Background: an optimization exercise with open tools, aiming at small area. Do not read the settings as production practice. In this exercise RTL edits were held to simulation tests only and were not proved equivalent to the original. Power is estimated from default activity; no workload was simulated.

`config.mk`:
```
export PLATFORM = sky130hd
export DESIGN_NAME = cfg_top
export DESIGN_NICKNAME = cfg_top
export VERILOG_FILES = /design/flow/design.v
export SDC_FILE = /design/flow/constraint.sdc
export NUM_CORES = 4
export LEC_CHECK = 0
export CAP_MARGIN = 10
export CORE_MARGIN = 2
export CORE_UTILIZATION = 55
export GPL_TIMING_DRIVEN = 0
export SLEW_MARGIN = 10
export SYNTH_HIERARCHICAL = 1
```
`constraint.sdc`:
```
create_clock -name core_clock -period 5.0 [get_ports {clk_pcie}]
set_input_delay 1.0000 -clock core_clock [delete_from_list [all_inputs] [get_ports {clk_pcie}]]
set_output_delay 1.0000 -clock core_clock [all_outputs]
set_load 0.01 [all_outputs]
```
`design.v`:
```
package cfg_pkg;
    typedef logic [63:0] cmd_word_t;     
    typedef logic [31:0] rsp_word_t;     
    typedef logic [15:0] reg_addr_t;     
    typedef logic [15:0] half_t;
    typedef logic [31:0] dword_t;
    typedef logic [9:0]  dwaddr_t;
    typedef logic [3:0]  byte_en_t;
    typedef logic [31:0] period_t;
    localparam int RO_BITS   = 160;
    localparam int RW_BITS   = 160;
    localparam int REG_BYTES = RO_BITS / 8;
    localparam int RO_OFS_MAGIC    = 'h0;
    localparam int RO_OFS_BUSY     = 'h2;
    localparam int RO_OFS_COUNT    = 'h4;
    localparam int RO_OFS_RESULT   = 'h8;
    localparam int RO_OFS_RES_ADDR = 'hc;
    localparam int RO_OFS_PCIE_ID  = 'he;
    localparam int RO_OFS_ZERO     = 'h10;
    localparam int RW_OFS_MAGIC  = 'h0;
    localparam int RW_OFS_CTRL   = 'h2;
    localparam int RW_OFS_COUNT  = 'h4;
    localparam int RW_OFS_DATA   = 'h8;
    localparam int RW_OFS_ADDR   = 'hc;
    localparam int RW_OFS_PERIOD = 'h10;
    localparam half_t RO_MAGIC = 16'h2301;
    localparam half_t RW_MAGIC = 16'h6745;
    localparam dwaddr_t CLEAR_DWADDR = 10'd1;
    localparam dword_t  CLEAR_DATA   = 32'hff000105;
    typedef enum logic [1:0] {
        ARB_IDLE,
        ARB_HOST,
        ARB_TIMER
    } arb_state_t;
endpackage
`timescale 1ns/100ps
module cfg_top #(
    parameter cfg_pkg::period_t CLEAR_PERIOD_RESET = 62500
) (
    input  logic                clk_pcie,
    input  logic                rst,
    input  logic                i_cmd_valid,
    output logic                o_cmd_ready,
    input  cfg_pkg::cmd_word_t  i_cmd_data,
    output logic                o_rsp_valid,
    input  logic                i_rsp_ready,
    output cfg_pkg::rsp_word_t  o_rsp_data,
    input  logic [15:0]         i_pcie_id,
    output logic                o_cfg_mgmt_rd_en,
    output logic                o_cfg_mgmt_wr_en,
    output cfg_pkg::dwaddr_t    o_cfg_mgmt_dwaddr,
    output cfg_pkg::dword_t     o_cfg_mgmt_di,
    output cfg_pkg::byte_en_t   o_cfg_mgmt_byte_en,
    output logic                o_cfg_mgmt_wr_readonly,
    output logic                o_cfg_mgmt_wr_rw1c_as_rw,
    input  cfg_pkg::dword_t     i_cfg_mgmt_do,
    input  logic                i_cfg_mgmt_rd_wr_done
);
    localparam int NB = cfg_pkg::REG_BYTES;      
    localparam logic [159:0] RW_RESET = {CLEAR_PERIOD_RESET,             
                                         16'h0000, 16'hf000,             
                                         32'h0,                          
                                         32'(cfg_pkg::REG_BYTES),        
                                         16'h0018,                       
                                         cfg_pkg::RW_MAGIC};             
    logic [159:0] rw_q;
    logic rd_en_q, wr_en_q, result_valid_q;
    logic busy;
    logic host_req, host_ready, timer_ready;
    logic tmr_req_q;
    logic [1:0] tmr_be_q;        
    logic [31:0] cnt_n_q;
    cfg_pkg::dword_t   result_data_q;
    cfg_pkg::dwaddr_t  result_dwaddr_q;
    cfg_pkg::byte_en_t result_be_q;
    logic [15:0] cmd_addr;
    logic [14:0] ofs;
    logic [7:0]  val_lo, val_hi, msk_lo, msk_hi;
    logic        fire, cmd_read, cmd_write;
    assign cmd_addr = i_cmd_data[31:16];
    assign ofs      = cmd_addr[14:0];
    assign val_lo   = i_cmd_data[63:56];
    assign val_hi   = i_cmd_data[55:48];
    assign msk_lo   = i_cmd_data[47:40];
    assign msk_hi   = i_cmd_data[39:32];
    assign busy = rd_en_q | wr_en_q;
    assign o_cmd_ready = ~(o_rsp_valid & ~i_rsp_ready) &
                         ~(rw_q[18] & (rw_q[16] | rw_q[17] | busy));
    assign fire      = i_cmd_valid & o_cmd_ready;
    assign cmd_read  = fire & i_cmd_data[12];
    assign cmd_write = fire & i_cmd_data[13] & cmd_addr[15];
    logic [7:0] d_ev, d_od, nm_ev, nm_od;
    logic [7:0] d0_ev, d1_ev, d0_od, d1_od;     
    logic [9:0] sel_ev, sel_od;                  
    logic [NB-1:0] nbsel;
    logic [159:0] wen, wen_w, wdat;
    always_comb begin
        for (int m = 0; m < NB / 2; m++) begin
            sel_ev[m] = (ofs == 15'(2 * m)) | (m > 0 && ofs == 15'(2 * m - 1));
            sel_od[m] = (ofs == 15'(2 * m)) | (ofs == 15'(2 * m + 1));
        end
    end
    assign d_ev  = ofs[0] ? val_hi : val_lo;
    assign d_od  = ofs[0] ? val_lo : val_hi;
    assign d0_ev = d_ev & {8{~rst}};
    assign d1_ev = d_ev | {8{rst}};
    assign d0_od = d_od & {8{~rst}};
    assign d1_od = d_od | {8{rst}};
    assign nm_ev = ~((ofs[0] ? msk_hi : msk_lo) | {8{rst}});
    assign nm_od = ~((ofs[0] ? msk_lo : msk_hi) | {8{rst}});
    for (genvar b = 0; b < NB; b++) begin : g_wbyte
        if (b % 2 == 0) begin : g_ev
            assign nbsel[b] = ~(rst | (cmd_write & sel_ev[b / 2]));
        end else begin : g_od
            assign nbsel[b] = ~(rst | (cmd_write & sel_od[b / 2]));
        end
        for (genvar k = 0; k < 8; k++) begin : g_wbit
            cfg_nor2 u_en (.a(nbsel[b]), .b((b % 2 == 0) ? nm_ev[k] : nm_od[k]), .y(wen_w[8 * b + k]));
            if (RW_RESET[8 * b + k]) begin : g_r1
                assign wdat[8 * b + k] = (b % 2 == 0) ? d1_ev[k] : d1_od[k];
            end else begin : g_r0
                assign wdat[8 * b + k] = (b % 2 == 0) ? d0_ev[k] : d0_od[k];
            end
        end
    end
    always_comb begin
        wen = wen_w;
        wen[16] = wen_w[16] | (host_ready & rw_q[16]);
        wen[17] = wen_w[17] | (host_ready & ~rw_q[16]);
    end
    always_ff @(posedge clk_pcie) begin
        for (int i = 0; i < 160; i++) begin
            if (wen[i]) rw_q[i] <= wdat[i] & (i != 16 && i != 17 || wen_w[i]);
        end
    end
    logic [7:0]   rd_ev, rd_od, rd_lo, rd_hi;
    logic [9:0] sw_ev, sw_od, so_ev, so_od;
    assign sw_ev = sel_ev & {10{cmd_addr[15]}};
    assign sw_od = sel_od & {10{cmd_addr[15]}};
    assign so_ev = sel_ev & {10{~cmd_addr[15]}};
    assign so_od = sel_od & {10{~cmd_addr[15]}};
    logic g_ev0_0, g_ev0_1, g_ev0_2, g_ev0_3, g_ev0_4;
    cfg_aoi222 u_g_ev0_0 (.a1(sw_ev[0]), .a2(rw_q[0]), .b1(sw_ev[1]), .b2(rw_q[16]), .c1(so_ev[1]), .c2(rd_en_q), .y(g_ev0_0));
    cfg_aoi222 u_g_ev0_1 (.a1(sw_ev[2]), .a2(rw_q[32]), .b1(sw_ev[3]), .b2(rw_q[48]), .c1(sw_ev[4]), .c2(rw_q[64]), .y(g_ev0_1));
    cfg_aoi222 u_g_ev0_2 (.a1(so_ev[4]), .a2(result_data_q[0]), .b1(sw_ev[5]), .b2(rw_q[80]), .c1(so_ev[5]), .c2(result_data_q[16]), .y(g_ev0_2));
    cfg_aoi222 u_g_ev0_3 (.a1(sw_ev[6]), .a2(rw_q[96]), .b1(so_ev[6]), .b2(result_dwaddr_q[0]), .c1(sw_ev[7]), .c2(rw_q[112]), .y(g_ev0_3));
    cfg_aoi222 u_g_ev0_4 (.a1(so_ev[7]), .a2(i_pcie_id[0]), .b1(sw_ev[8]), .b2(rw_q[128]), .c1(sw_ev[9]), .c2(rw_q[144]), .y(g_ev0_4));
    assign rd_ev[0] = ~g_ev0_0 | ~g_ev0_1 | ~g_ev0_2 | ~g_ev0_3 | ~g_ev0_4 | so_ev[0];
    logic g_ev1_0, g_ev1_1, g_ev1_2, g_ev1_3, g_ev1_4;
    cfg_aoi222 u_g_ev1_0 (.a1(sw_ev[0]), .a2(rw_q[1]), .b1(sw_ev[1]), .b2(rw_q[17]), .c1(so_ev[1]), .c2(wr_en_q), .y(g_ev1_0));
    cfg_aoi222 u_g_ev1_1 (.a1(sw_ev[2]), .a2(rw_q[33]), .b1(sw_ev[3]), .b2(rw_q[49]), .c1(sw_ev[4]), .c2(rw_q[65]), .y(g_ev1_1));
    cfg_aoi222 u_g_ev1_2 (.a1(so_ev[4]), .a2(result_data_q[1]), .b1(sw_ev[5]), .b2(rw_q[81]), .c1(so_ev[5]), .c2(result_data_q[17]), .y(g_ev1_2));
    cfg_aoi222 u_g_ev1_3 (.a1(sw_ev[6]), .a2(rw_q[97]), .b1(so_ev[6]), .b2(result_dwaddr_q[1]), .c1(sw_ev[7]), .c2(rw_q[113]), .y(g_ev1_3));
    cfg_aoi222 u_g_ev1_4 (.a1(so_ev[7]), .a2(i_pcie_id[1]), .b1(sw_ev[8]), .b2(rw_q[129]), .c1(sw_ev[9]), .c2(rw_q[145]), .y(g_ev1_4));
    assign rd_ev[1] = ~g_ev1_0 | ~g_ev1_1 | ~g_ev1_2 | ~g_ev1_3 | ~g_ev1_4;
    logic g_ev2_0, g_ev2_1, g_ev2_2, g_ev2_3, g_ev2_4, g_ev2_5;
    cfg_aoi222 u_g_ev2_0 (.a1(sw_ev[0]), .a2(rw_q[2]), .b1(sw_ev[1]), .b2(rw_q[18]), .c1(sw_ev[2]), .c2(rw_q[34]), .y(g_ev2_0));
    cfg_aoi222 u_g_ev2_1 (.a1(sw_ev[3]), .a2(rw_q[50]), .b1(sw_ev[4]), .b2(rw_q[66]), .c1(so_ev[4]), .c2(result_data_q[2]), .y(g_ev2_1));
    cfg_aoi222 u_g_ev2_2 (.a1(sw_ev[5]), .a2(rw_q[82]), .b1(so_ev[5]), .b2(result_data_q[18]), .c1(sw_ev[6]), .c2(rw_q[98]), .y(g_ev2_2));
    cfg_aoi222 u_g_ev2_3 (.a1(so_ev[6]), .a2(result_dwaddr_q[2]), .b1(sw_ev[7]), .b2(rw_q[114]), .c1(so_ev[7]), .c2(i_pcie_id[2]), .y(g_ev2_3));
    cfg_nand2 u_g_ev2_4 (.a(sw_ev[8]), .b(rw_q[130]), .y(g_ev2_4));
    cfg_nand2 u_g_ev2_5 (.a(sw_ev[9]), .b(rw_q[146]), .y(g_ev2_5));
    assign rd_ev[2] = ~g_ev2_0 | ~g_ev2_1 | ~g_ev2_2 | ~g_ev2_3 | ~g_ev2_4 | ~g_ev2_5 | so_ev[2];
    logic g_ev3_0, g_ev3_1, g_ev3_2, g_ev3_3, g_ev3_4, g_ev3_5;
    cfg_aoi222 u_g_ev3_0 (.a1(sw_ev[0]), .a2(rw_q[3]), .b1(sw_ev[1]), .b2(rw_q[19]), .c1(sw_ev[2]), .c2(rw_q[35]), .y(g_ev3_0));
    cfg_aoi222 u_g_ev3_1 (.a1(sw_ev[3]), .a2(rw_q[51]), .b1(sw_ev[4]), .b2(rw_q[67]), .c1(so_ev[4]), .c2(result_data_q[3]), .y(g_ev3_1));
    cfg_aoi222 u_g_ev3_2 (.a1(sw_ev[5]), .a2(rw_q[83]), .b1(so_ev[5]), .b2(result_data_q[19]), .c1(sw_ev[6]), .c2(rw_q[99]), .y(g_ev3_2));
    cfg_aoi222 u_g_ev3_3 (.a1(so_ev[6]), .a2(result_dwaddr_q[3]), .b1(sw_ev[7]), .b2(rw_q[115]), .c1(so_ev[7]), .c2(i_pcie_id[3]), .y(g_ev3_3));
    cfg_nand2 u_g_ev3_4 (.a(sw_ev[8]), .b(rw_q[131]), .y(g_ev3_4));
    cfg_nand2 u_g_ev3_5 (.a(sw_ev[9]), .b(rw_q[147]), .y(g_ev3_5));
    assign rd_ev[3] = ~g_ev3_0 | ~g_ev3_1 | ~g_ev3_2 | ~g_ev3_3 | ~g_ev3_4 | ~g_ev3_5;
    logic g_ev4_0, g_ev4_1, g_ev4_2, g_ev4_3, g_ev4_4, g_ev4_5;
    cfg_aoi222 u_g_ev4_0 (.a1(sw_ev[0]), .a2(rw_q[4]), .b1(sw_ev[1]), .b2(rw_q[20]), .c1(sw_ev[2]), .c2(rw_q[36]), .y(g_ev4_0));
    cfg_aoi222 u_g_ev4_1 (.a1(sw_ev[3]), .a2(rw_q[52]), .b1(sw_ev[4]), .b2(rw_q[68]), .c1(so_ev[4]), .c2(result_data_q[4]), .y(g_ev4_1));
    cfg_aoi222 u_g_ev4_2 (.a1(sw_ev[5]), .a2(rw_q[84]), .b1(so_ev[5]), .b2(result_data_q[20]), .c1(sw_ev[6]), .c2(rw_q[100]), .y(g_ev4_2));
    cfg_aoi222 u_g_ev4_3 (.a1(so_ev[6]), .a2(result_dwaddr_q[4]), .b1(sw_ev[7]), .b2(rw_q[116]), .c1(so_ev[7]), .c2(i_pcie_id[4]), .y(g_ev4_3));
    cfg_nand2 u_g_ev4_4 (.a(sw_ev[8]), .b(rw_q[132]), .y(g_ev4_4));
    cfg_nand2 u_g_ev4_5 (.a(sw_ev[9]), .b(rw_q[148]), .y(g_ev4_5));
    assign rd_ev[4] = ~g_ev4_0 | ~g_ev4_1 | ~g_ev4_2 | ~g_ev4_3 | ~g_ev4_4 | ~g_ev4_5 | so_ev[2];
    logic g_ev5_0, g_ev5_1, g_ev5_2, g_ev5_3, g_ev5_4, g_ev5_5;
    cfg_aoi222 u_g_ev5_0 (.a1(sw_ev[0]), .a2(rw_q[5]), .b1(sw_ev[1]), .b2(rw_q[21]), .c1(sw_ev[2]), .c2(rw_q[37]), .y(g_ev5_0));
    cfg_aoi222 u_g_ev5_1 (.a1(sw_ev[3]), .a2(rw_q[53]), .b1(sw_ev[4]), .b2(rw_q[69]), .c1(so_ev[4]), .c2(result_data_q[5]), .y(g_ev5_1));
    cfg_aoi222 u_g_ev5_2 (.a1(sw_ev[5]), .a2(rw_q[85]), .b1(so_ev[5]), .b2(result_data_q[21]), .c1(sw_ev[6]), .c2(rw_q[101]), .y(g_ev5_2));
    cfg_aoi222 u_g_ev5_3 (.a1(so_ev[6]), .a2(result_dwaddr_q[5]), .b1(sw_ev[7]), .b2(rw_q[117]), .c1(so_ev[7]), .c2(i_pcie_id[5]), .y(g_ev5_3));
    cfg_nand2 u_g_ev5_4 (.a(sw_ev[8]), .b(rw_q[133]), .y(g_ev5_4));
    cfg_nand2 u_g_ev5_5 (.a(sw_ev[9]), .b(rw_q[149]), .y(g_ev5_5));
    assign rd_ev[5] = ~g_ev5_0 | ~g_ev5_1 | ~g_ev5_2 | ~g_ev5_3 | ~g_ev5_4 | ~g_ev5_5;
    logic g_ev6_0, g_ev6_1, g_ev6_2, g_ev6_3, g_ev6_4, g_ev6_5;
    cfg_aoi222 u_g_ev6_0 (.a1(sw_ev[0]), .a2(rw_q[6]), .b1(sw_ev[1]), .b2(rw_q[22]), .c1(sw_ev[2]), .c2(rw_q[38]), .y(g_ev6_0));
    cfg_aoi222 u_g_ev6_1 (.a1(sw_ev[3]), .a2(rw_q[54]), .b1(sw_ev[4]), .b2(rw_q[70]), .c1(so_ev[4]), .c2(result_data_q[6]), .y(g_ev6_1));
    cfg_aoi222 u_g_ev6_2 (.a1(sw_ev[5]), .a2(rw_q[86]), .b1(so_ev[5]), .b2(result_data_q[22]), .c1(sw_ev[6]), .c2(rw_q[102]), .y(g_ev6_2));
    cfg_aoi222 u_g_ev6_3 (.a1(so_ev[6]), .a2(result_dwaddr_q[6]), .b1(sw_ev[7]), .b2(rw_q[118]), .c1(so_ev[7]), .c2(i_pcie_id[6]), .y(g_ev6_3));
    cfg_nand2 u_g_ev6_4 (.a(sw_ev[8]), .b(rw_q[134]), .y(g_ev6_4));
    cfg_nand2 u_g_ev6_5 (.a(sw_ev[9]), .b(rw_q[150]), .y(g_ev6_5));
    assign rd_ev[6] = ~g_ev6_0 | ~g_ev6_1 | ~g_ev6_2 | ~g_ev6_3 | ~g_ev6_4 | ~g_ev6_5;
    logic g_ev7_0, g_ev7_1, g_ev7_2, g_ev7_3, g_ev7_4, g_ev7_5;
    cfg_aoi222 u_g_ev7_0 (.a1(sw_ev[0]), .a2(rw_q[7]), .b1(sw_ev[1]), .b2(rw_q[23]), .c1(sw_ev[2]), .c2(rw_q[39]), .y(g_ev7_0));
    cfg_aoi222 u_g_ev7_1 (.a1(sw_ev[3]), .a2(rw_q[55]), .b1(sw_ev[4]), .b2(rw_q[71]), .c1(so_ev[4]), .c2(result_data_q[7]), .y(g_ev7_1));
    cfg_aoi222 u_g_ev7_2 (.a1(sw_ev[5]), .a2(rw_q[87]), .b1(so_ev[5]), .b2(result_data_q[23]), .c1(sw_ev[6]), .c2(rw_q[103]), .y(g_ev7_2));
    cfg_aoi222 u_g_ev7_3 (.a1(so_ev[6]), .a2(result_dwaddr_q[7]), .b1(sw_ev[7]), .b2(rw_q[119]), .c1(so_ev[7]), .c2(i_pcie_id[7]), .y(g_ev7_3));
    cfg_nand2 u_g_ev7_4 (.a(sw_ev[8]), .b(rw_q[135]), .y(g_ev7_4));
    cfg_nand2 u_g_ev7_5 (.a(sw_ev[9]), .b(rw_q[151]), .y(g_ev7_5));
    assign rd_ev[7] = ~g_ev7_0 | ~g_ev7_1 | ~g_ev7_2 | ~g_ev7_3 | ~g_ev7_4 | ~g_ev7_5;
    logic g_od0_0, g_od0_1, g_od0_2, g_od0_3, g_od0_4, g_od0_5;
    cfg_aoi222 u_g_od0_0 (.a1(sw_od[0]), .a2(rw_q[8]), .b1(sw_od[1]), .b2(rw_q[24]), .c1(sw_od[2]), .c2(rw_q[40]), .y(g_od0_0));
    cfg_aoi222 u_g_od0_1 (.a1(sw_od[3]), .a2(rw_q[56]), .b1(sw_od[4]), .b2(rw_q[72]), .c1(so_od[4]), .c2(result_data_q[8]), .y(g_od0_1));
    cfg_aoi222 u_g_od0_2 (.a1(sw_od[5]), .a2(rw_q[88]), .b1(so_od[5]), .b2(result_data_q[24]), .c1(sw_od[6]), .c2(rw_q[104]), .y(g_od0_2));
    cfg_aoi222 u_g_od0_3 (.a1(so_od[6]), .a2(result_dwaddr_q[8]), .b1(sw_od[7]), .b2(rw_q[120]), .c1(so_od[7]), .c2(i_pcie_id[8]), .y(g_od0_3));
    cfg_nand2 u_g_od0_4 (.a(sw_od[8]), .b(rw_q[136]), .y(g_od0_4));
    cfg_nand2 u_g_od0_5 (.a(sw_od[9]), .b(rw_q[152]), .y(g_od0_5));
    assign rd_od[0] = ~g_od0_0 | ~g_od0_1 | ~g_od0_2 | ~g_od0_3 | ~g_od0_4 | ~g_od0_5 | so_od[0];
    logic g_od1_0, g_od1_1, g_od1_2, g_od1_3, g_od1_4, g_od1_5;
    cfg_aoi222 u_g_od1_0 (.a1(sw_od[0]), .a2(rw_q[9]), .b1(sw_od[1]), .b2(rw_q[25]), .c1(sw_od[2]), .c2(rw_q[41]), .y(g_od1_0));
    cfg_aoi222 u_g_od1_1 (.a1(sw_od[3]), .a2(rw_q[57]), .b1(sw_od[4]), .b2(rw_q[73]), .c1(so_od[4]), .c2(result_data_q[9]), .y(g_od1_1));
    cfg_aoi222 u_g_od1_2 (.a1(sw_od[5]), .a2(rw_q[89]), .b1(so_od[5]), .b2(result_data_q[25]), .c1(sw_od[6]), .c2(rw_q[105]), .y(g_od1_2));
    cfg_aoi222 u_g_od1_3 (.a1(so_od[6]), .a2(result_dwaddr_q[9]), .b1(sw_od[7]), .b2(rw_q[121]), .c1(so_od[7]), .c2(i_pcie_id[9]), .y(g_od1_3));
    cfg_nand2 u_g_od1_4 (.a(sw_od[8]), .b(rw_q[137]), .y(g_od1_4));
    cfg_nand2 u_g_od1_5 (.a(sw_od[9]), .b(rw_q[153]), .y(g_od1_5));
    assign rd_od[1] = ~g_od1_0 | ~g_od1_1 | ~g_od1_2 | ~g_od1_3 | ~g_od1_4 | ~g_od1_5 | so_od[0];
    logic g_od2_0, g_od2_1, g_od2_2, g_od2_3, g_od2_4;
    cfg_aoi222 u_g_od2_0 (.a1(sw_od[0]), .a2(rw_q[10]), .b1(sw_od[1]), .b2(rw_q[26]), .c1(sw_od[2]), .c2(rw_q[42]), .y(g_od2_0));
    cfg_aoi222 u_g_od2_1 (.a1(sw_od[3]), .a2(rw_q[58]), .b1(sw_od[4]), .b2(rw_q[74]), .c1(so_od[4]), .c2(result_data_q[10]), .y(g_od2_1));
    cfg_aoi222 u_g_od2_2 (.a1(sw_od[5]), .a2(rw_q[90]), .b1(so_od[5]), .b2(result_data_q[26]), .c1(sw_od[6]), .c2(rw_q[106]), .y(g_od2_2));
    cfg_aoi222 u_g_od2_3 (.a1(sw_od[7]), .a2(rw_q[122]), .b1(so_od[7]), .b2(i_pcie_id[10]), .c1(sw_od[8]), .c2(rw_q[138]), .y(g_od2_3));
    cfg_nand2 u_g_od2_4 (.a(sw_od[9]), .b(rw_q[154]), .y(g_od2_4));
    assign rd_od[2] = ~g_od2_0 | ~g_od2_1 | ~g_od2_2 | ~g_od2_3 | ~g_od2_4;
    logic g_od3_0, g_od3_1, g_od3_2, g_od3_3, g_od3_4, g_od3_5;
    cfg_aoi222 u_g_od3_0 (.a1(sw_od[0]), .a2(rw_q[11]), .b1(sw_od[1]), .b2(rw_q[27]), .c1(sw_od[2]), .c2(rw_q[43]), .y(g_od3_0));
    cfg_aoi222 u_g_od3_1 (.a1(sw_od[3]), .a2(rw_q[59]), .b1(sw_od[4]), .b2(rw_q[75]), .c1(so_od[4]), .c2(result_data_q[11]), .y(g_od3_1));
    cfg_aoi222 u_g_od3_2 (.a1(sw_od[5]), .a2(rw_q[91]), .b1(so_od[5]), .b2(result_data_q[27]), .c1(sw_od[6]), .c2(rw_q[107]), .y(g_od3_2));
    cfg_aoi222 u_g_od3_3 (.a1(so_od[6]), .a2(result_valid_q), .b1(sw_od[7]), .b2(rw_q[123]), .c1(so_od[7]), .c2(i_pcie_id[11]), .y(g_od3_3));
    cfg_nand2 u_g_od3_4 (.a(sw_od[8]), .b(rw_q[139]), .y(g_od3_4));
    cfg_nand2 u_g_od3_5 (.a(sw_od[9]), .b(rw_q[155]), .y(g_od3_5));
    assign rd_od[3] = ~g_od3_0 | ~g_od3_1 | ~g_od3_2 | ~g_od3_3 | ~g_od3_4 | ~g_od3_5;
    logic g_od4_0, g_od4_1, g_od4_2, g_od4_3, g_od4_4, g_od4_5;
    cfg_aoi222 u_g_od4_0 (.a1(sw_od[0]), .a2(rw_q[12]), .b1(sw_od[1]), .b2(rw_q[28]), .c1(sw_od[2]), .c2(rw_q[44]), .y(g_od4_0));
    cfg_aoi222 u_g_od4_1 (.a1(sw_od[3]), .a2(rw_q[60]), .b1(sw_od[4]), .b2(rw_q[76]), .c1(so_od[4]), .c2(result_data_q[12]), .y(g_od4_1));
    cfg_aoi222 u_g_od4_2 (.a1(sw_od[5]), .a2(rw_q[92]), .b1(so_od[5]), .b2(result_data_q[28]), .c1(sw_od[6]), .c2(rw_q[108]), .y(g_od4_2));
    cfg_aoi222 u_g_od4_3 (.a1(so_od[6]), .a2(result_be_q[0]), .b1(sw_od[7]), .b2(rw_q[124]), .c1(so_od[7]), .c2(i_pcie_id[12]), .y(g_od4_3));
    cfg_nand2 u_g_od4_4 (.a(sw_od[8]), .b(rw_q[140]), .y(g_od4_4));
    cfg_nand2 u_g_od4_5 (.a(sw_od[9]), .b(rw_q[156]), .y(g_od4_5));
    assign rd_od[4] = ~g_od4_0 | ~g_od4_1 | ~g_od4_2 | ~g_od4_3 | ~g_od4_4 | ~g_od4_5;
    logic g_od5_0, g_od5_1, g_od5_2, g_od5_3, g_od5_4, g_od5_5;
    cfg_aoi222 u_g_od5_0 (.a1(sw_od[0]), .a2(rw_q[13]), .b1(sw_od[1]), .b2(rw_q[29]), .c1(sw_od[2]), .c2(rw_q[45]), .y(g_od5_0));
    cfg_aoi222 u_g_od5_1 (.a1(sw_od[3]), .a2(rw_q[61]), .b1(sw_od[4]), .b2(rw_q[77]), .c1(so_od[4]), .c2(result_data_q[13]), .y(g_od5_1));
    cfg_aoi222 u_g_od5_2 (.a1(sw_od[5]), .a2(rw_q[93]), .b1(so_od[5]), .b2(result_data_q[29]), .c1(sw_od[6]), .c2(rw_q[109]), .y(g_od5_2));
    cfg_aoi222 u_g_od5_3 (.a1(so_od[6]), .a2(result_be_q[1]), .b1(sw_od[7]), .b2(rw_q[125]), .c1(so_od[7]), .c2(i_pcie_id[13]), .y(g_od5_3));
    cfg_nand2 u_g_od5_4 (.a(sw_od[8]), .b(rw_q[141]), .y(g_od5_4));
    cfg_nand2 u_g_od5_5 (.a(sw_od[9]), .b(rw_q[157]), .y(g_od5_5));
    assign rd_od[5] = ~g_od5_0 | ~g_od5_1 | ~g_od5_2 | ~g_od5_3 | ~g_od5_4 | ~g_od5_5 | so_od[0];
    logic g_od6_0, g_od6_1, g_od6_2, g_od6_3, g_od6_4, g_od6_5;
    cfg_aoi222 u_g_od6_0 (.a1(sw_od[0]), .a2(rw_q[14]), .b1(sw_od[1]), .b2(rw_q[30]), .c1(sw_od[2]), .c2(rw_q[46]), .y(g_od6_0));
    cfg_aoi222 u_g_od6_1 (.a1(sw_od[3]), .a2(rw_q[62]), .b1(sw_od[4]), .b2(rw_q[78]), .c1(so_od[4]), .c2(result_data_q[14]), .y(g_od6_1));
    cfg_aoi222 u_g_od6_2 (.a1(sw_od[5]), .a2(rw_q[94]), .b1(so_od[5]), .b2(result_data_q[30]), .c1(sw_od[6]), .c2(rw_q[110]), .y(g_od6_2));
    cfg_aoi222 u_g_od6_3 (.a1(so_od[6]), .a2(result_be_q[2]), .b1(sw_od[7]), .b2(rw_q[126]), .c1(so_od[7]), .c2(i_pcie_id[14]), .y(g_od6_3));
    cfg_nand2 u_g_od6_4 (.a(sw_od[8]), .b(rw_q[142]), .y(g_od6_4));
    cfg_nand2 u_g_od6_5 (.a(sw_od[9]), .b(rw_q[158]), .y(g_od6_5));
    assign rd_od[6] = ~g_od6_0 | ~g_od6_1 | ~g_od6_2 | ~g_od6_3 | ~g_od6_4 | ~g_od6_5;
    logic g_od7_0, g_od7_1, g_od7_2, g_od7_3, g_od7_4, g_od7_5;
    cfg_aoi222 u_g_od7_0 (.a1(sw_od[0]), .a2(rw_q[15]), .b1(sw_od[1]), .b2(rw_q[31]), .c1(sw_od[2]), .c2(rw_q[47]), .y(g_od7_0));
    cfg_aoi222 u_g_od7_1 (.a1(sw_od[3]), .a2(rw_q[63]), .b1(sw_od[4]), .b2(rw_q[79]), .c1(so_od[4]), .c2(result_data_q[15]), .y(g_od7_1));
    cfg_aoi222 u_g_od7_2 (.a1(sw_od[5]), .a2(rw_q[95]), .b1(so_od[5]), .b2(result_data_q[31]), .c1(sw_od[6]), .c2(rw_q[111]), .y(g_od7_2));
    cfg_aoi222 u_g_od7_3 (.a1(so_od[6]), .a2(result_be_q[3]), .b1(sw_od[7]), .b2(rw_q[127]), .c1(so_od[7]), .c2(i_pcie_id[15]), .y(g_od7_3));
    cfg_nand2 u_g_od7_4 (.a(sw_od[8]), .b(rw_q[143]), .y(g_od7_4));
    cfg_nand2 u_g_od7_5 (.a(sw_od[9]), .b(rw_q[159]), .y(g_od7_5));
    assign rd_od[7] = ~g_od7_0 | ~g_od7_1 | ~g_od7_2 | ~g_od7_3 | ~g_od7_4 | ~g_od7_5;
    assign rd_lo = ofs[0] ? rd_od : rd_ev;
    assign rd_hi = ofs[0] ? rd_ev : rd_od;
    always_ff @(posedge clk_pcie) begin
        if (rst) begin
            o_rsp_valid <= 1'b0;
        end else if (cmd_read) begin
            o_rsp_valid <= 1'b1;
        end else if (i_rsp_ready) begin
            o_rsp_valid <= 1'b0;
        end
    end
    always_ff @(posedge clk_pcie) begin
        if (cmd_read) begin
            o_rsp_data <= {cmd_addr, rd_lo, rd_hi};
        end
    end
    assign host_req    = rw_q[16] | rw_q[17];
    assign host_ready  = ~busy & host_req;                    
    assign timer_ready = ~busy & ~host_req & tmr_req_q;
    assign o_cfg_mgmt_rd_en = rd_en_q & ~i_cfg_mgmt_rd_wr_done;
    assign o_cfg_mgmt_wr_en = wr_en_q & ~i_cfg_mgmt_rd_wr_done;
    always_ff @(posedge clk_pcie) begin
        if (rst) begin
            rd_en_q        <= 1'b0;
            wr_en_q        <= 1'b0;
            result_valid_q <= 1'b0;
        end else if (busy) begin
            if (i_cfg_mgmt_rd_wr_done) begin
                rd_en_q        <= 1'b0;
                wr_en_q        <= 1'b0;
                result_valid_q <= 1'b1;
            end
        end else if (host_ready | timer_ready) begin
            rd_en_q        <= host_ready & rw_q[16];
            wr_en_q        <= ~(host_ready & rw_q[16]);
            result_valid_q <= 1'b0;
        end
    end
    always_ff @(posedge clk_pcie) begin
        if (host_ready) begin
            o_cfg_mgmt_dwaddr        <= rw_q[96 +: 10];
            o_cfg_mgmt_di            <= rw_q[64 +: 32];
            o_cfg_mgmt_byte_en       <= rw_q[108 +: 4];
            o_cfg_mgmt_wr_readonly   <= rw_q[106];
            o_cfg_mgmt_wr_rw1c_as_rw <= rw_q[107];
        end else if (timer_ready) begin
            o_cfg_mgmt_dwaddr        <= cfg_pkg::CLEAR_DWADDR;
            o_cfg_mgmt_di            <= cfg_pkg::CLEAR_DATA;
            o_cfg_mgmt_byte_en       <= {tmr_be_q[1], 1'b0, tmr_be_q[0], tmr_be_q[0]};
            o_cfg_mgmt_wr_readonly   <= 1'b0;
            o_cfg_mgmt_wr_rw1c_as_rw <= 1'b0;
        end
        if (busy && i_cfg_mgmt_rd_wr_done) begin
            result_data_q   <= i_cfg_mgmt_do;
            result_dwaddr_q <= o_cfg_mgmt_dwaddr;
            result_be_q     <= o_cfg_mgmt_byte_en;
        end
    end
    logic tmr_on, advance, expired;
    assign tmr_on  = rw_q[19] | rw_q[20];
    assign advance = tmr_on & ~fire & ~busy & ~tmr_req_q;
    logic        cnt_clr;
    logic [32:0] cnt_b;          
    logic [31:0] cnt_x;          
    logic [31:0] cnt_d;
    assign cnt_clr   = rst | ~tmr_on | tmr_req_q;
    assign cnt_b[0]  = ~advance;
    assign cnt_b[16] = ~advance | (|cnt_n_q[15:0]);
    for (genvar i = 0; i < 32; i++) begin : g_dec
        if (i % 2 == 0) begin : g_ev
            assign cnt_x[i] = ~(cnt_n_q[i] ^ cnt_b[i]);
            if (i != 15 && i != 31) begin : g_b
                cfg_nor2 u_b (.a(cnt_n_q[i]), .b(cnt_b[i]), .y(cnt_b[i + 1]));
            end
        end else begin : g_od
            assign cnt_x[i] = cnt_n_q[i] ^ cnt_b[i];
            if (i != 15 && i != 31) begin : g_b
                cfg_orn u_b (.a(cnt_n_q[i]), .b(cnt_b[i]), .y(cnt_b[i + 1]));
            end
        end
    end
    assign cnt_d = cnt_x | {32{cnt_clr}};
    always_ff @(posedge clk_pcie) begin
        cnt_n_q <= cnt_d;
    end
    logic [32:0] cmp_sum;
    assign cmp_sum = {1'b0, rw_q[128 +: 32]} + {1'b0, cnt_n_q} + 33'd1;
    assign expired = ~cmp_sum[32];
    always_ff @(posedge clk_pcie) begin
        if (rst) begin
            tmr_req_q <= 1'b0;
        end else if (advance && expired) begin
            tmr_req_q <= 1'b1;
        end else if (timer_ready) begin
            tmr_req_q <= 1'b0;
        end
    end
    always_ff @(posedge clk_pcie) begin
        if (advance && expired) begin
            tmr_be_q <= {rw_q[19], rw_q[20]};
        end
    end
endmodule
module cfg_aoi222 (
    input  logic a1, a2, b1, b2, c1, c2,
    output logic y
);
    assign y = ~((a1 & a2) | (b1 & b2) | (c1 & c2));
endmodule
module cfg_aoi22 (
    input  logic a1, a2, b1, b2,
    output logic y
);
    assign y = ~((a1 & a2) | (b1 & b2));
endmodule
module cfg_nand2 (
    input  logic a, b,
    output logic y
);
    assign y = ~(a & b);
endmodule
module cfg_ha (
    input  logic a, b,
    output logic s, co
);
    assign {co, s} = a + b;
endmodule
module cfg_ao22 (
    input  logic a1, a2, b1, b2,
    output logic y
);
    assign y = (a1 & a2) | (b1 & b2);
endmodule
module cfg_maj3 (
    input  logic a, b, c,
    output logic y
);
    assign y = (a & b) | (a & c) | (b & c);
endmodule
module cfg_nor2 (
    input  logic a, b,
    output logic y
);
    assign y = ~(a | b);
endmodule
module cfg_orn (
    input  logic a, b,
    output logic y
);
    assign y = a | ~b;
endmodule
```
`flow/run.sh`:
```
#!/bin/bash
# Standard layout, with the smallest buffer on every input and output port and a clock
# tree of few large leaf buffers without dummy loads.
set -euo pipefail
export BUFFER_PORTS_ARGS="-buffer_cell sky130_fd_sc_hd__buf_1"
export CTS_ARGS="-sink_clustering_enable -repair_clock_nets -dont_use_dummy_load -sink_clustering_size 30 -sink_clustering_max_diameter 80 -buf_list sky130_fd_sc_hd__clkbuf_16"
bash standard.sh > standard_flow.log 2>&1
```
`standard.sh`:
```
#!/bin/bash
# synth_recipe.tcl (not shown) runs the flow's synth.tcl, then flattens the netlist and writes it again
# the make line also repeats each setting of config.mk as NAME=value (left out here)
make -C /OpenROAD-flow-scripts/flow DESIGN_CONFIG=/design/flow/config.mk WORK_HOME=/design/flow/orfs CLKGATE_MAP_FILE= SYNTH_SCRIPT=/design/flow/synth_recipe.tcl "${@:-finish}"
```
==> metrics.md, run 1 <==
| Metric | Value |
|---|---|
| Cts bufs inserted | `15` |
| Fillers | `2096` |
| Core Area | `25200 um2` |
| Worst setup EP type | `flop` |
| RSZ-0062 raised after global routing | `no` |
| Critical path launch point | `i_rsp_ready` |
| Setup TNS | `0 ns` |
| Via count | `10.3k` |
| Final net count | `1488` |
| Post-CTS Setup Bufs | `0` |
| DR vias/cell | `6.17` |
| Initial Util | `55.9%` |
| Final hold vios | `0` |
| Largest net degree at the start of global routing | `33` |
| CP Max Fanout | `3` |
| Most crowded layer after global routing | `met2` |
| Synthesized flop and latch total | `325` |
| # hold bufs at CTS | `0` |
| Crit path DAT | `4.50 ns` |
| Synth Net Count | `1271` |
| Final WL | `42000 um` |
| Clk buf depth | `3` |
| Worst slew pin tran | `1.06 ns` |
| Share of layout cells above drive strength 1 | `5.08%` |
| CTS tree | `yes` |
| DR pass1 iterations | `8` |
| # IOs | `201` |
| H-tree lvl count | `1` |
| WHS Path Cells | `0` |
| Final Wtd Congestion | `0.945` |
| Worst-Skew Late Latency | `0.52 ns` |
| Die area | `26900 um2` |
| Final setup violation count | `0` |
| Hold WC Path Type | `reg -> reg` |
| Clk_skew | `0.0377 ns` |
| Reg-to-reg endpoint | `cnt_n_q[31]` |
| Final ANT Viol Nets | `0` |
| Final Cycle Share | `82.0%` |
| Yosys cell types | `50` |
| Final total power | `5.62 mW` |
| Synth Flop Type | `edfxtp_1` |
| Max Freq | `244 MHz` |
| GRT overflow | `0` |
| Cell Pwr Density | `355 nW/um2` |
| P&R area growth vs syn | `12.3%` |
| Most frequent cells in the layout | `edfxtp_1, nor2_1, buf_1` |
| Post-synth EDFFs | `288` |
| Maximum VDD drop | `276 uV` |
| Status | `timing/DRC/antenna clean` |
| CP startpoint kind | `input pin` |
| Antenna cell count | `0` |
| Register clock-pin slew on the reported worst setup and hold paths | `0.11 ns` |
| GR Layer Usage met1 | `43.7%` |
| Worst setup endpoint | `cnt_n_q[31]` |
| Max Cap Viol | `0` |
| Syn Area/Cell | `12.5 um2` |
| Pleak | `5.29 nW` |
| Ys async rst share | `0%` |
| Syn Std Cell Area | `14100 um2` |
| Most common cell after layout, fill and taps aside | `edfxtp_1` |
| Reg-to-reg startpoint | `rd_en_q` |
| Slew Limit Fails | `0` |
| Reg2Reg Depth | `21` |
| Worst R2R Setup Slack | `0.97 ns` |
| DRC | `0` |
| Initial antenna violation count | `1` |
| Die width | `164 um` |
| GRT Total Usage | `31.1%` |
| Hpwl dp | `31000 um` |
| Port-buffer cells | `185` |
| Syn Inst Count | `1123` |
| Post-CTS Resized | `0` |
| FP Rows | `58` |
| Die Y | `164 um` |
| First-pass GRT wire length | `59900 um` |
| Rel. slew slack | `28.8%` |
| Setup CP Type | `in -> reg` |
| YS warnings | `7` |
| Setup ws final | `0.898 ns` |
| Clock Tree Root | `clkbuf_16` |
| M2 GR Usage | `48.8%` |
| Setup WS pre-CTS | `0.364 ns` |
| GR Util met3 | `7.22%` |
| Period minus WS final | `4.10 ns` |
| Required @ worst endpoint | `5.40 ns` |
| First DRT Iteration DRCs | `1670` |
| Routed len/inst | `25.2 um` |
| Clock Sinks | `325` |
| Post-synthesis sequential area ratio | `66.6%` |
| Vias in the first global route | `9694` |
## cells by family after synthesis
| kind of cell | count (synthesis) | synth area share, % |
|---|---|---|
| xor gates and xnor gates | 33 | 2.05 |
| adders and majority gates | 31 | 2.75 |
| buffers and inverters | 36 | 1.05 |
| DFF | 325 | 66.6 |
| AOI/OAI and AO/OA | 145 | 8.45 |
| muxes | 29 | 2.06 |
| and+or+nand+nor | 524 | 17.0 |
## Yosys stat by module (local to each module, per instance)
module	copies in the design	area, um2	cells inside	flops+latches
cfg_nand2	27	3.75	1	0
cfg_aoi222	66	10.0	1	0
cfg_orn	14	6.26	1	0
cfg_top	1	12600	840	325
cfg_nor2	176	3.75	1	0
## per-stage QoR
stage               instances  hold WS, ns  instance area [um2]  util, %
floorplan                1123        0.451                14100        -
global placement         1638        0.428                15200     60.3
detailed placement       1653        0.437                15400     61.3
CTS                      1668        0.451                15800     62.8
global route             1668        0.461                15800     62.8
finish                   1668        0.450                15800     62.8
## worst min path at each step
stage / start / to / slack [ns]
2_1_floorplan: rw_q[20] / tmr_be_q[0] / 0.45
3_3_place_gp: o_cfg_mgmt_byte_en[0] / result_be_q[0] / 0.43
3_5_place_dp: o_cfg_mgmt_dwaddr[1] / result_dwaddr_q[1] / 0.44
4_1_cts: o_cfg_mgmt_dwaddr[4] / result_dwaddr_q[4] / 0.45
5_1_grt: o_cfg_mgmt_dwaddr[4] / result_dwaddr_q[4] / 0.46
6_report: o_cfg_mgmt_dwaddr[4] / result_dwaddr_q[4] / 0.45
## critical path, stage by stage
cell	delay (ns)
buf_1	0.09
nand2b_1	0.19
a311o_1	0.48
or2_2	0.35
nor2_1	0.18
nand2b_1	0.11
nor2_1	0.19
nand2b_1	0.12
nor2_1	0.18
nand2b_1	0.11
nor2_1	0.17
nand2b_1	0.10
nor2_1	0.18
nand2b_1	0.11
nor2_1	0.18
nand2b_1	0.11
nor2_1	0.18
nand2b_1	0.11
nor2_1	0.16
xnor2_1	0.14
nand2_1	0.06
## cells in the mapped netlist (3+ instances only)
library cell	n	share of area [%]
edfxtp_1	288	61
nor2_1	249	6.6
nand2_1	104	2.8
a222oi_1	66	4.7
and2_1	46	2.0
dfxtp_1	37	5.3
nand2b_1	34	1.5
a21oi_1	33	1.2
ha_1	31	2.8
mux2i_1	29	2.1
clkbuf_1	24	0.64
a211oi_1	19	1.0
nand4_1	18	0.80
xnor2_1	17	1.1
xor2_1	16	0.99
nor2b_1	14	0.62
nor3_1	14	0.50
or3_1	13	0.58
nor4_1	9	0.40
o21ai_0	8	0.28
nand3_1	5	0.18
buf_2	4	0.14
inv_1	4	0.11
or2_2	4	0.18
and3_1	3	0.13
o21a_1	3	0.16
## registers in the layout, indices dropped and copies added, names as in the netlist
| register | count |
|---|---|
| o_cfg_mgmt_wr_readonly | 1 |
| rw_q | 160 |
| result_dwaddr_q | 10 |
| tmr_be_q | 2 |
| o_cfg_mgmt_di | 32 |
| result_valid_q | 1 |
| tmr_req_q | 1 |
| o_cfg_mgmt_dwaddr | 10 |
| wr_en_q | 1 |
| rd_en_q | 1 |
| o_rsp_data | 32 |
| o_rsp_valid | 1 |
| o_cfg_mgmt_wr_rw1c_as_rw | 1 |
| cnt_n_q | 32 |
| result_be_q | 4 |
| result_data_q | 32 |
| o_cfg_mgmt_byte_en | 4 |
## routing by layer
layer,share of wire (%),wire length (um),vias up
met1,39,16500,4984
met3,12,4960,70
met5,0,0,-
li1,-,-,4629
met4,3.1,1310,0
met2,46,19200,606
## where the power goes
group | switching, mW | internal [mW] | total (mW)
clock network | 0.800 | 0.544 | 1.34
logic | 0.571 | 0.244 | 0.816
registers | 0.126 | 3.33 | 3.46
total | 1.50 | 4.12 | 5.62
## area by class of cell
| cell class | count | area, um2 | share of cell area (%) |
|---|---|---|---|
| Clock buffer | 15 | 375 | 2.37 |
| Multi-Input combinational cell | 762 | 4650 | 29.4 |
| Tap cell | 330 | 413 | 2.61 |
| Sequential cell | 325 | 9390 | 59.4 |
| Inverter | 5 | 18.8 | 0.119 |
| Timing Repair Buffer | 200 | 842 | 5.32 |
| Buffer | 31 | 129 | 0.815 |
==> inputs of run 2 (changes only) <==
--- a/design.v
+++ b/design.v
@@ -349,9 +349,36 @@
     always_ff @(posedge clk_pcie) begin
         cnt_n_q <= cnt_d;
     end
-    logic [32:0] cmp_sum;
-    assign cmp_sum = {1'b0, rw_q[128 +: 32]} + {1'b0, cnt_n_q} + 33'd1;
-    assign expired = ~cmp_sum[32];
+    logic [31:0] per;
+    logic [31:0] cg, cp;         
+    logic [32:0] cc;             
+    logic        hi_gen, hi_prop;
+    assign per = rw_q[128 +: 32];
+    for (genvar i = 0; i < 32; i++) begin : g_cmp
+        if (i == 0) begin : g_b0
+            cfg_nor2 u_c (.a(per[i]), .b(cnt_n_q[i]), .y(cc[i + 1]));
+        end else if (i == 16) begin : g_b16
+            cfg_nand2 u_g (.a(per[i]), .b(cnt_n_q[i]), .y(cg[i]));
+            cfg_nor2  u_p (.a(per[i]), .b(cnt_n_q[i]), .y(cp[i]));
+            assign cc[i + 1] = cg[i];
+        end else if (i % 2 == 0) begin : g_ev
+            cfg_and2  u_g (.a(per[i]), .b(cnt_n_q[i]), .y(cg[i]));
+            cfg_or2   u_p (.a(per[i]), .b(cnt_n_q[i]), .y(cp[i]));
+            cfg_o21ai u_c (.a1(cg[i]), .a2(cc[i]), .b1(cp[i]), .y(cc[i + 1]));
+        end else begin : g_od
+            cfg_nand2 u_g (.a(per[i]), .b(cnt_n_q[i]), .y(cg[i]));
+            cfg_nor2  u_p (.a(per[i]), .b(cnt_n_q[i]), .y(cp[i]));
+            cfg_o21ai u_c (.a1(cp[i]), .a2(cc[i]), .b1(cg[i]), .y(cc[i + 1]));
+        end
+    end
+    always_comb begin
+        hi_prop = 1'b1;
+        for (int i = 16; i < 32; i++) begin
+            hi_prop = hi_prop & ((i % 2 == 0 && i != 16) ? (cp[i] & ~cg[i]) : (cg[i] & ~cp[i]));
+        end
+    end
+    assign hi_gen  = cc[32];
+    assign expired = ~(hi_gen | (hi_prop & cc[16]));
     always_ff @(posedge clk_pcie) begin
         if (rst) begin
             tmr_req_q <= 1'b0;
@@ -415,3 +442,21 @@
 );
     assign y = a | ~b;
 endmodule
+module cfg_and2 (
+    input  logic a, b,
+    output logic y
+);
+    assign y = a & b;
+endmodule
+module cfg_or2 (
+    input  logic a, b,
+    output logic y
+);
+    assign y = a | b;
+endmodule
+module cfg_o21ai (
+    input  logic a1, a2, b1,
+    output logic y
+);
+    assign y = ~((a1 | a2) & b1);
+endmodule
--- a/config.mk
+++ b/config.mk
@@ -7,7 +7,8 @@
 export LEC_CHECK = 0
 export CAP_MARGIN = 10
 export CORE_MARGIN = 2
-export CORE_UTILIZATION = 55
+export CORE_UTILIZATION = 60
 export GPL_TIMING_DRIVEN = 0
+export PLACE_DENSITY = 0.75
 export SLEW_MARGIN = 10
 export SYNTH_HIERARCHICAL = 1
==> run 2 against run 1 <==
Still clean. Fmax grew 0.98%. Sequential share of layout area grew 0.63 points. Non-clock buffer count shrank 7. Sequential power is essentially flat. Design area shrank 1.1%. Critical path depth shrank 11. Die area shrank 8.5%. Total power shrank 2.4%. Clock-buffer cell count is the same. Clock skew shrank 0.0079 ns. Critical endpoint is now o_rsp_data[1].
==> metrics.md, run 2 <==
| Metric | Value |
|---|---|
| GRT overflow | `0 (unchanged)` |
| FP Rows | `55 (was 58)` |
| Max incr delay on CP | `1.13 ns (was 0.48 ns)` |
| Pleak | `5.16 nW (was 5.29 nW)` |
| Cell Pwr Density | `350 nW/um2 (was 355 nW/um2)` |
| Maximum VDD drop | `242 uV (was 276 uV)` |
| YS warnings | `7 (unchanged)` |
| Via count | `10.7k (was 10.3k)` |
| Routed len/inst | `24.5 um (was 25.2 um)` |
| Number of flip-flops in the largest register | `160 (unchanged)` |
| H-tree lvl count | `1 (unchanged)` |
| Cts bufs inserted | `15 (unchanged)` |
| Most common cell after layout, fill and taps aside | `edfxtp_1 (unchanged)` |
| P&R area growth vs syn | `11.6% (was 12.3%)` |
| Initial antenna violation count | `0 (was 1)` |
| Sequence of cells on the critical path | `buf_1 -> nor4_4 -> and2_1 -> nand2_1 -> nor3_1 -> a222oi_1 -> and3_1 -> nand3_1 -> nor2_1 -> a31oi_1 (was buf_1 -> nand2b_1 -> a311o_1 -> or2_2 -> nor2_1 -> nand2b_1 -> nor2_1 -> nand2b_1 -> nor2_1 -> nand2b_1 -> nor2_1 -> nand2b_1 -> nor2_1 -> nand2b_1 -> nor2_1 -> nand2b_1 -> nor2_1 -> nand2b_1 -> nor2_1 -> xnor2_1 -> nand2_1)` |
| Ys async rst share | `0% (unchanged)` |
| DRC | `0 (unchanged)` |
| Final Cycle Share | `81.2% (was 82.0%)` |
| Hold path start | `o_cfg_mgmt_dwaddr[9] (was o_cfg_mgmt_dwaddr[4])` |
| Setup CP Type | `in -> reg (unchanged)` |
| Worst Hold Path EP | `result_dwaddr_q[9] (was result_dwaddr_q[4])` |
| Top-count cell post-synth | `edfxtp_1 (unchanged)` |
| Yosys cell types | `46 (was 50)` |
| GRT Total Usage | `33.1% (was 31.1%)` |
| Period minus WS final | `4.06 ns (was 4.10 ns)` |
| Critical-path top delay cell | `nor3_1 (was a311o_1)` |
| Yosys top cell by area | `edfxtp_1 (unchanged)` |
| Area contributors post-synth | `edfxtp_1, nor2_1, dfxtp_1 (unchanged)` |
| Final setup violation count | `0 (unchanged)` |
| Synth Net Count | `1271 (unchanged)` |
| Worst-Skew Late Latency | `0.52 ns (about the same)` |
| Final ANT Viol Nets | `0 (unchanged)` |
| Die Y | `157 um (was 164 um)` |
| Share of layout cells above drive strength 1 | `4.26% (was 5.08%)` |
| CTS tree | `yes (unchanged)` |
| First-pass GRT wire length | `59200 um (was 59900 um)` |
| Antenna cell count | `0 (unchanged)` |
| Worst slew pin tran | `1.41 ns (was 1.06 ns)` |
| Worst setup EP type | `flop (unchanged)` |
| Rel. slew slack | `5.42% (was 28.8%)` |
| Dpl cells | `1661 (was 1653)` |
| Clock Sinks | `325 (unchanged)` |
| Worst R2R Setup Slack | `1.05 ns (was 0.97 ns)` |
| Slew Limit Fails | `0 (unchanged)` |
| Hold WC Path Type | `reg -> reg (unchanged)` |
| Final hold vios | `0 (unchanged)` |
| Post-CTS Setup Bufs | `0 (unchanged)` |
| Required @ worst endpoint | `5.31 ns (was 5.40 ns)` |
| Status | `timing/DRC/antenna clean (unchanged)` |
| Register clock-pin slew on the reported worst setup and hold paths | `0.10 ns (was 0.11 ns)` |
| Initial Util | `61.6% (was 55.9%)` |
| Final Wtd Congestion | `0.966 (was 0.945)` |
| # hold bufs at CTS | `0 (unchanged)` |
| Largest net degree at the start of global routing | `51 (was 33)` |
| # IOs | `201 (unchanged)` |
| DR vias/cell | `6.37 (was 6.17)` |
| Post-synth EDFFs | `288 (unchanged)` |
| Synth Flop Type | `edfxtp_1 (unchanged)` |
| Most frequent cells in the layout | `edfxtp_1, nor2_1, buf_1 (unchanged)` |
| Core Area | `22800 um2 (was 25200 um2)` |
| Port-buffer cells | `186 (was 185)` |
| Post-Layout Cell Count | `1676 (was 1668)` |
| Synthesized flop and latch total | `325 (unchanged)` |
| Crit path DAT | `4.38 ns (was 4.50 ns)` |
| First DRT Iteration DRCs | `1761 (was 1670)` |
| Die area | `24600 um2 (was 26900 um2)` |
| RSZ-0062 raised after global routing | `no (unchanged)` |
| Post-synth top cells | `edfxtp_1, nor2_1, nand2_1, a222oi_1, and2_1 (unchanged)` |
| Critical path launch point | `i_cmd_data[26] (was i_rsp_ready)` |
| WHS Path Cells | `0 (unchanged)` |
| Syn Std Cell Area | `14000 um2 (was 14100 um2)` |
| Syn Area/Cell | `12.2 um2 (was 12.5 um2)` |
| Syn Inst Count | `1154 (was 1123)` |
| Setup TNS | `0 ns (unchanged)` |
| Reg-to-reg endpoint | `tmr_be_q[0] (was cnt_n_q[31])` |
| Synth top area share | `61.6% (was 61.4%)` |
| Clk buf depth | `3 (unchanged)` |
| Hpwl dp | `29900 um (was 31000 um)` |
| CP Max Fanout | `8 (was 3)` |
| Reg-to-reg startpoint | `cnt_n_q[1] (was rd_en_q)` |
| Clock Tree Root | `clkbuf_16 (unchanged)` |
| Final net count | `1482 (was 1488)` |
| Die width | `157 um (was 164 um)` |
| Clk_skew | `0.0298 ns (was 0.0377 ns)` |
| DR pass1 iterations | `7 (was 8)` |
| Max Freq | `246 MHz (was 244 MHz)` |
| Vias in the first global route | `10.0k (was 9694)` |
| Biggest register | `rw_q (unchanged)` |
| Post-synthesis sequential area ratio | `66.9% (was 66.6%)` |
| Reg2Reg Depth | `20 (was 21)` |
| Final WL | `41100 um (was 42000 um)` |
| CP startpoint kind | `input pin (unchanged)` |
| Max Cap Viol | `0 (unchanged)` |
| Post-CTS Resized | `0 (unchanged)` |
[run 2: cells by family (layout without fill, tap and decap cells)]
kind of cell | Yosys count | after routing | synth area share (%)
buf+inv | 36 | 245 | 1.01
simple gates | 582 | 582 | 19.7
flops | 325 | 325 | 66.9
compound gates | 157 | 157 | 8.82
mux | 22 | 22 | 1.57
xor+xnor | 32 | 32 | 2.00
[run 2: how the worst max path moves through the flow]
stage,endpoint
detailed placement,cnt_n_q[15]
global placement,cnt_n_q[15]
CTS,cnt_n_q[15]
finish,o_rsp_data[1]
floorplan,cnt_n_q[15]
global route,cnt_n_q[31]
[run 2: Yosys stat by module, one instance, submodules excluded, a selection]
module	flops+latches	area (um2)
cfg_and2	0	6.26
cfg_aoi222	0	10.0
cfg_nand2	0	3.75
cfg_o21ai	0	5.00
cfg_or2	0	6.26
cfg_orn	0	6.26
cfg_top	325	12100
[run 2: worst max-delay path, delay by kind of cell]
kind	cells	cell delay [ns]
simple gates	7	2.68
compound gates	2	0.57
buf+inv	1	0.11
[run 2: per-stage QoR]
step           hold slack, ns  total power [mW]  utilization [%]  area [um2]  setup slack (ns)
2_1_floorplan           0.451              3.83                -       14000              1.09
3_3_place_gp            0.436              4.16             66.4       15100             0.543
3_5_place_dp            0.435              4.19             67.0       15300             0.487
4_1_cts                 0.453              5.47             68.6       15600              1.01
5_1_grt                 0.467              5.63             68.7       15700             0.543
6_report                0.451              5.48             68.7       15700             0.938
[run 2: cell type report]
class | count | area (um2)
multi-input cells | 793 | 4600
plain buffers | 30 | 119
well taps | 313 | 392
repair buffers | 194 | 758
flip-flops and latches | 325 | 9390
inverters | 6 | 22.5
fillers | 1745 | 7130
clock buffers | 15 | 375
[run 2: report_power, final]
part           total [mW]  internal (mW)  switching, mW
Clock                1.33          0.544          0.789
Combinational       0.713          0.191          0.522
Sequential           3.43           3.31          0.128
Total                5.48           4.04           1.44
[run 2: per-layer routing]
metal | vias to the layer above | GRT usage, % | routed length [um]
li1 | 4711 | - | -
met1 | 5102 | 45.6 | 15000
met2 | 794 | 53.4 | 19200
met3 | 74 | 8.12 | 5850
met4 | 0 | 8.61 | 1050
met5 | - | 0 | 0
==> inputs of run 3 (changes only) <==
--- a/config.mk
+++ b/config.mk
@@ -5,10 +5,10 @@
 export SDC_FILE = /design/flow/constraint.sdc
 export NUM_CORES = 4
 export LEC_CHECK = 0
-export CAP_MARGIN = 10
+export CAP_MARGIN = 5
 export CORE_MARGIN = 2
 export CORE_UTILIZATION = 60
 export GPL_TIMING_DRIVEN = 0
 export PLACE_DENSITY = 0.75
-export SLEW_MARGIN = 10
+export SLEW_MARGIN = 5
 export SYNTH_HIERARCHICAL = 1
==> run 3 against run 2 <==
Wire length shrank 0.14%. Clock power is essentially flat. Critical path depth shrank 1. Non-clock buffer count grew 2. Clock-buffer cell count is the same. Clock skew grew 0.0037 ns. Die area is the same. Still clean. Via count grew 1.1%. Global-route usage grew 0.067 points. Sequential power is essentially flat. Fmax shrank 1.4%.
==> metrics.md, run 3 <==
| Metric | Value |
|---|---|
| Status | `timing/DRC/antenna clean (unchanged)` |
| Period minus WS final | `4.12 ns (was 4.06 ns)` |
| Ys async rst share | `0% (unchanged)` |
| Required @ worst endpoint | `5.23 ns (was 5.31 ns)` |
| XOR/XNOR Fraction of Synth Area | `2.00% (unchanged)` |
| Critical-path top delay cell | `nor3_1 (unchanged)` |
| Initial Util | `61.6% (unchanged)` |
| Internal | `4.05 mW (was 4.04 mW)` |
| DR pass1 iterations | `8 (was 7)` |
| Routed len/inst | `24.4 um (was 24.5 um)` |
| Synth Net Count | `1271 (unchanged)` |
| Final WL | `41000 um (was 41100 um)` |
| Clk buf depth | `3 (unchanged)` |
| First-pass GRT wire length | `59300 um (was 59200 um)` |
| GRT overflow | `0 (unchanged)` |
| Worst setup EP type | `flop (unchanged)` |
| Yosys top cell by area | `edfxtp_1 (unchanged)` |
| H-tree lvl count | `1 (unchanged)` |
| Worst slew pin tran | `1.33 ns (was 1.41 ns)` |
| Post-synthesis sequential area ratio | `66.9% (unchanged)` |
| Setup TNS | `0 ns (unchanged)` |
| Die width | `157 um (unchanged)` |
| Clock Tree Root | `clkbuf_16 (unchanged)` |
| Mux contribution to synthesized area | `1.57% (unchanged)` |
| Biggest register | `rw_q (unchanged)` |
| Sequence of cells on the critical path | `buf_1 -> nor4_4 -> and2_1 -> nand2_1 -> nor3_1 -> a222oi_1 -> and4_1 -> nand3_1 -> a21boi_0 (was buf_1 -> nor4_4 -> and2_1 -> nand2_1 -> nor3_1 -> a222oi_1 -> and3_1 -> nand3_1 -> nor2_1 -> a31oi_1)` |
| Most frequent cells in the layout | `edfxtp_1, nor2_1, buf_1 (unchanged)` |
| Syn Area/Cell | `12.2 um2 (unchanged)` |
| Synth Area in Compound Gates | `8.82% (unchanged)` |
| Die area | `24600 um2 (unchanged)` |
| YS warnings | `7 (unchanged)` |
| Hold WC Path Type | `reg -> reg (unchanged)` |
| Register clock-pin slew on the reported worst setup and hold paths | `0.09 ns (was 0.10 ns)` |
| Final ANT Viol Nets | `0 (unchanged)` |
| Power share of the combinational group | `13.2% (was 13.0%)` |
| Final total power | `5.48 mW (about the same)` |
| Hpwl dp | `30100 um (was 29900 um)` |
| Number of flip-flops in the largest register | `160 (unchanged)` |
| CTS tree | `yes (unchanged)` |
| First DRT Iteration DRCs | `1595 (was 1761)` |
| Clk_skew | `0.0335 ns (was 0.0298 ns)` |
| Share of layout cells above drive strength 1 | `4.18% (was 4.26%)` |
| Clock share of power | `24.2% (was 24.3%)` |
| Synthesized flop and latch total | `325 (unchanged)` |
| Via count | `10.8k (was 10.7k)` |
| Synth top area share | `61.6% (unchanged)` |
| Max Freq | `243 MHz (was 246 MHz)` |
| Vias in the first global route | `10.0k (about the same)` |
| Worst-Skew Late Latency | `0.51 ns (was 0.52 ns)` |
| RSZ-0062 raised after global routing | `no (unchanged)` |
| Post-CTS Resized | `0 (unchanged)` |
| Syn Inst Count | `1154 (unchanged)` |
| Yosys cell types | `46 (unchanged)` |
| # IOs | `201 (unchanged)` |
| Die Y | `157 um (unchanged)` |
| FP Rows | `55 (unchanged)` |
| Cell Pwr Density | `350 nW/um2 (about the same)` |
| Maximum VDD drop | `242 uV (about the same)` |
| CP startpoint kind | `input pin (unchanged)` |
| Crit path max-delay family | `simple AND/OR/NAND/NOR gates (unchanged)` |
| DR vias/cell | `6.44 (was 6.37)` |
| Switching Share | `26.2% (about the same)` |
| Max Cap Viol | `0 (unchanged)` |
| Adder-cell share of the synthesized area | `0% (unchanged)` |
| Buffers & Inverters on Critical Path | `1 (unchanged)` |
| Port-buffer cells | `186 (unchanged)` |
| GRT Total Usage | `33.2% (was 33.1%)` |
| Antenna cell count | `0 (unchanged)` |
| Cts bufs inserted | `15 (unchanged)` |
| Post-CTS Setup Bufs | `0 (unchanged)` |
| Rel. slew slack | `10.5% (was 5.42%)` |
| Largest family of logic cells by synthesized area | `simple AND/OR/NAND/NOR gates (unchanged)` |
| # hold bufs at CTS | `0 (unchanged)` |
| Top-count cell post-synth | `edfxtp_1 (unchanged)` |
| Post-synth top cells | `edfxtp_1, nor2_1, nand2_1, a222oi_1, and2_1 (unchanged)` |
| Core Area | `22800 um2 (unchanged)` |
| CP Max Fanout | `8 (unchanged)` |
| Sequential cell fraction of total power | `62.6% (was 62.7%)` |
| Max incr delay on CP | `1.11 ns (was 1.13 ns)` |
| Final hold vios | `0 (unchanged)` |
| Initial antenna violation count | `1 (was 0)` |
| Setup CP Type | `in -> reg (unchanged)` |
| Final net count | `1484 (was 1482)` |
| Crit path DAT | `4.35 ns (was 4.38 ns)` |
| Hold WS | `0.453 ns (was 0.451 ns)` |
| Pleak | `5.17 nW (was 5.16 nW)` |
| Clock Sinks | `325 (unchanged)` |
| Post-synth EDFFs | `288 (unchanged)` |
| Largest net degree at the start of global routing | `51 (unchanged)` |
| P&R area growth vs syn | `11.7% (was 11.6%)` |
| P_sw | `1.43 mW (was 1.44 mW)` |
| DRC | `0 (unchanged)` |
| Post-Synth Simple-Gate Area | `19.7% (unchanged)` |
| Final setup violation count | `0 (unchanged)` |
| Area contributors post-synth | `edfxtp_1, nor2_1, dfxtp_1 (unchanged)` |
| Most common cell after layout, fill and taps aside | `edfxtp_1 (unchanged)` |
| Syn Std Cell Area | `14000 um2 (unchanged)` |
| Final Wtd Congestion | `0.966 (unchanged)` |
| Synth Flop Type | `edfxtp_1 (unchanged)` |
| Slew Limit Fails | `0 (unchanged)` |
| Final Cycle Share | `82.4% (was 81.2%)` |
==> run 3: path summary, 6_finish.rpt <==
path / cells after the start / startpoint / to / slack [ns]
min reg2reg: 0 / o_cfg_mgmt_dwaddr[9] / result_dwaddr_q[9] / 0.45
max: 9 / i_cmd_data[26] / o_rsp_data[2] / 0.88
min: 0 / o_cfg_mgmt_dwaddr[9] / result_dwaddr_q[9] / 0.45
max reg2reg: 20 / rd_en_q / cnt_n_q[15] / 1.05
==> run 3: through the flow <==
| step | cells | setup slack, ns | utilization, % | instance area [um2] |
|---|---|---|---|---|
| 5_1_grt | 1678 | 0.610 | 68.8 | 15700 |
| 3_5_place_dp | 1663 | 0.481 | 67.1 | 15300 |
| 6_report | 1678 | 0.880 | 68.8 | 15700 |
| 4_1_cts | 1678 | 0.997 | 68.7 | 15700 |
| 3_3_place_gp | 1653 | 0.543 | 66.4 | 15100 |
| 2_1_floorplan | 1154 | 1.09 | - | 14000 |
==> run 3: power groups by stage <==
| stage | logic [mW] | registers [mW] | clock network [mW] |
|---|---|---|---|
| after CTS | 0.708 | 3.43 | 1.34 |
| after floorplan | 0.329 | 3.50 | 0 |
| after global placement | 0.668 | 3.49 | 0 |
| after detailed placement | 0.705 | 3.49 | 0 |
| after global routing | 0.769 | 3.46 | 1.41 |
| final | 0.721 | 3.43 | 1.33 |
==> run 3: worst register-to-register path, stage by stage (launching register included) <==
cell and delay [ns]:
dfxtp_1 0.38, or2_2 0.43, a311oi_4 0.40, inv_1 0.18
nor2_1 0.21, nand2b_1 0.11, nor2_1 0.19, nand2b_1 0.11
nor2_1 0.18, nand2b_1 0.11, nor2_1 0.19, nand2b_1 0.11
nor2_1 0.18, nand2b_1 0.11, nor2_1 0.18, nand2b_1 0.11
nor2_1 0.19, nand2b_1 0.11, nor2_1 0.14, xnor2_1 0.13
nand2_1 0.06
==> run 3: cell type report <==
type,instances,area (um2)
Tap cell,313,392
Multi-Input combinational cell,793,4580
Inverter,6,22.5
Buffer,30,119
Timing Repair Buffer,196,795
Fill cell,1727,7110
Clock buffer,15,375
Sequential cell,325,9390
==> run 3: cells by family (layout without fill, tap and decap cells) <==
logic type                after synthesis  after routing
buffers and inverters                  36            247
muxes                                  22             22
and+or+nand+nor                       582            582
xor gates and xnor gates               32             32
DFF                                   325            325
AOI/OAI and AO/OA                     157            157
==> run 3: per-module statistics from Yosys, one instance, submodules excluded <==
module	copies in the design	flip-flops and latches	cells
cfg_nor2	194	0	1
cfg_top	1	325	778
cfg_orn	14	0	1
cfg_nand2	44	0	1
cfg_and2	14	0	1
cfg_aoi222	66	0	1
cfg_or2	14	0	1
cfg_o21ai	30	0	1
==> run 3: layer usage <==
layer,vias to the layer above,share of wire (%),track usage (%)
li1,4714,-,-
met1,5173,37,45.6
met2,801,46,52.4
met3,112,14,7.57
met4,0,3.7,11.8
met5,-,0,0

port drivers added, routing unchanged:
How much do the figures lean on ideal ports? The routed layouts below were timed once more, with nothing changed but the port constraints. Step 1, drivers: a clkbuf_16 drives clk_pcie and a buf_2 each remaining input, both assumed. Step 2 also shifts input and output timing later by t, the mid clock arrival at the registers, as if the neighbouring blocks saw the same clock. a / b / c = ideal ports / drivers / drivers and shift; a / b = the first two.
run	shift t [ns]	setup slack, ns	slew at the worst register clock pin (ns)	cell pins on the clock port's net
run 1	0.550	0.898 / 0.924 / 0.374	0.11 / 0.11	1
run 2	0.546	0.938 / 0.961 / 0.415	0.11 / 0.11	1
run 3	0.545	0.880 / 0.903 / 0.358	0.12 / 0.12	1
After both steps setup and hold are still met in every run listed. The setup slack of run 1, which loses most, moves by +0.026 ns with the drivers and by -0.524 ns with both steps.
